Background: an optimization exercise with open tools, aiming at small area, a short achievable clock period and few clock cycles per item. Do not read the settings as production practice.
Where RTL was checked, it was by simulation tests only, not by an equivalence proof against the original.
Power and IR drop assume default switching activity.

## int_float_compare_bitmask_packer
module int_float_compare_bitmask_packer (
   input  logic        clock,
   input  logic        reset,
   input  logic        req_valid,
   output logic        req_ready,
   input  logic [63:0] req_int_elem,
   input  logic [63:0] req_float_bits,
   input  logic        req_last_item,
   output logic        rsp_valid,
   input  logic        rsp_ready,
   output logic [63:0] rsp_mask_word,
   output logic [6:0]  rsp_valid_bits,
   output logic        rsp_final_word,
   input  logic        csr_valid,
   output logic        csr_ready,
   input  logic [1:0]  csr_index,
   input  logic [63:0] csr_data
);
   ifcb_pkg::cfg_type cfg_ff, cfg_in;
   ifcb_pkg::sa_type  sa_d, sa_ff;
   ifcb_pkg::sb_type  sb_d, sb_ff;
   logic              va_ff, va_in;
   logic              vb_ff;
   logic              la_ff;
   logic              lb_ff;
   logic              rdy_ff, rdy_in;
   logic              hit;
   logic [1:0]        queued_ff;
   logic [1:0]        owed;
   logic              absorb;
   assign csr_ready = 1'b1;
   always_comb begin
      cfg_in = cfg_ff;
      if (csr_valid) begin
         unique case (csr_index)
            ifcb_pkg::REG_WIDTH: cfg_in.width_code  = csr_data[1:0];
            ifcb_pkg::REG_ORDER: cfg_in.int_on_left = csr_data[0];
            ifcb_pkg::REG_OP:    cfg_in.op          = csr_data[1:0];
            default:   cfg_in = cfg_ff;
         endcase
      end
   end
   ifcb_step_a u_a (
      .int_elem   (req_int_elem),
      .float_bits (req_float_bits),
      .width_code (cfg_ff.width_code),
      .o          (sa_d)
   );
   ifcb_step_b u_b (
      .i (sa_ff),
      .o (sb_d)
   );
   assign req_ready = rdy_ff;
   assign va_in     = req_valid && rdy_ff;
   assign owed      = 2'(3'(queued_ff) + 3'(va_ff) + 3'(vb_ff));
   assign rdy_in    = !(((owed == 2'd3) || ((owed == 2'd2) && va_in)) && !absorb);
   always_ff @(posedge clock) begin
      if (reset) begin
         cfg_ff.width_code  <= ifcb_pkg::W64;
         cfg_ff.int_on_left <= 1'b1;
         cfg_ff.op          <= ifcb_pkg::OP_EQ;
         va_ff  <= 1'b0;
         vb_ff  <= 1'b0;
  ...
Settings: LEC_CHECK=0, CAP_MARGIN=20, CORE_MARGIN=2, CORE_UTILIZATION=55, SLEW_MARGIN=20; clock period 13.0 ns.
standard.sh (not shown) runs the stock make flow with config.mk's settings and CLKGATE_MAP_FILE= SYNTH_SCRIPT=/design/flow/synth_recipe.tcl, a recipe that flattens the netlist after the stock synthesis.
==> flow/flow/run.sh <==
#!/bin/bash
set -euo pipefail
bash standard.sh SETUP_SLACK_MARGIN=8.8 ADDER_MAP_FILE= \
   "BUFFER_PORTS_ARGS=-buffer_cell sky130_fd_sc_hd__buf_1" finish > standard.log 2>&1
The starting point finished clean.
Testbench counts at the start, summed over its fixed seeds: cycles 16,396, items 16,012.
==> next run, changes <==
==> flow/flow/run.sh (replaced) <==
#!/bin/bash
set -euo pipefail
bash standard.sh SETUP_SLACK_MARGIN=9.3 ADDER_MAP_FILE= \
   "BUFFER_PORTS_ARGS=-buffer_cell sky130_fd_sc_hd__buf_1" finish > standard.log 2>&1
Effect: The new run completed without violations. Die area does not change. Final cell count rises slightly. Setup slack gets better by 0.021 ns.
==> next run, changes <==
==> flow/flow/run.sh (replaced) <==
#!/bin/bash
set -euo pipefail
bash standard.sh SETUP_SLACK_MARGIN=8.3 ADDER_MAP_FILE= \
   "BUFFER_PORTS_ARGS=-buffer_cell sky130_fd_sc_hd__buf_1" finish > standard.log 2>&1
--- a/flow/config.mk
+++ b/flow/config.mk
@@ -10 +10 @@
-export CORE_UTILIZATION = 55
+export CORE_UTILIZATION = 65
Power is lower by 0.67%.
Global-route usage grows by 3.3 points.
Core utilization came out higher by 6.9 points.
Final area is lower by 7.8%.
Sequential share of layout area goes up by 2.3 points.
Critical path depth climbs by 2.
Hold slack is worse by 0.0034 ns.
Final cell count went down by 6.2%.
Synthesized cell count does not change.

========
Another version of the RTL of int_float_compare_bitmask_packer (not shown whole).
Size in the first run: roughly 2,000 cells after synthesis, about 270 flip-flops, about 280 I/O pins, roughly 18,000 um2 of cells after synthesis.
export LEC_CHECK = 0
export CAP_MARGIN = 20
export CORE_MARGIN = 2
export CORE_UTILIZATION = 55
export CTS_BUF_LIST = sky130_fd_sc_hd__clkbuf_4 sky130_fd_sc_hd__clkbuf_8
export SLEW_MARGIN = 20
create_clock -name core_clock -period 13.0 [get_ports {clock}]
==> flow/flow/run.sh <==
#!/bin/bash
set -euo pipefail
bash standard.sh SETUP_SLACK_MARGIN=9.1 ADDER_MAP_FILE= \
   "BUFFER_PORTS_ARGS=-buffer_cell sky130_fd_sc_hd__buf_1" finish > standard.log 2>&1
Next try:
--- a/flow/config.mk
+++ b/flow/config.mk
@@ -10,3 +10,2 @@
 export CORE_UTILIZATION = 55
-export CTS_BUF_LIST = sky130_fd_sc_hd__clkbuf_4 sky130_fd_sc_hd__clkbuf_8
 export SLEW_MARGIN = 20
Outcome: The changed run finished with timing, DRC and antenna clean; non-clock buffer count rises by 1; sequential cell count is unchanged; wire length falls by 1.3%; global-route usage falls by 0.87 points; sequential power barely changes; clock power falls by 8.1%; setup slack got worse by 0.059 ns; core utilization falls by 0.18 points; fmax falls by 1.4%; power falls by 2.4%; count of clock-buffer cells in the layout falls by 23.
Function was not checked in any run of this note: the RTL went through the layout flow alone.

afterwards: timing with drivers on the ports:
In the flow no input, the clock included, has a driving cell. The finished layouts below were timed again as built, in two steps. Step 1, drivers: a clkbuf_16 drives clock and a buf_2 each remaining input, both assumed. Step 2 moves the port delays by t, midway between the first and last clock arrival at a register: inputs arrive t later, outputs are due t later. That takes back most of the time a late clock gives input paths. Three values: no drivers, after step 1, after step 2; two values: the first two.
| run | shift t [ns] | setup slack, ns | worst register clock-pin slew, ns |
|---|---|---|---|
| the first run of note 1 | 0.608 | 8.750 / 8.750 / 8.278 | 0.07 / 0.07 |
| the second run of note 1 | 0.617 | 8.770 / 8.770 / 8.731 | 0.07 / 0.07 |
| the third run of note 1 | 0.617 | 8.417 / 8.417 / 7.942 | 0.08 / 0.08 |
| the first run of note 2 | 0.664 | 8.864 / 8.864 / 8.571 | 0.07 / 0.07 |
| the second run of note 2 | 0.611 | 8.805 / 8.805 / 8.628 | 0.07 / 0.07 |
After both steps setup and hold are still met in every run listed. The setup slack of the third run of note 1, which loses most, moves by 0.000 ns with the drivers and by -0.475 ns with both steps.
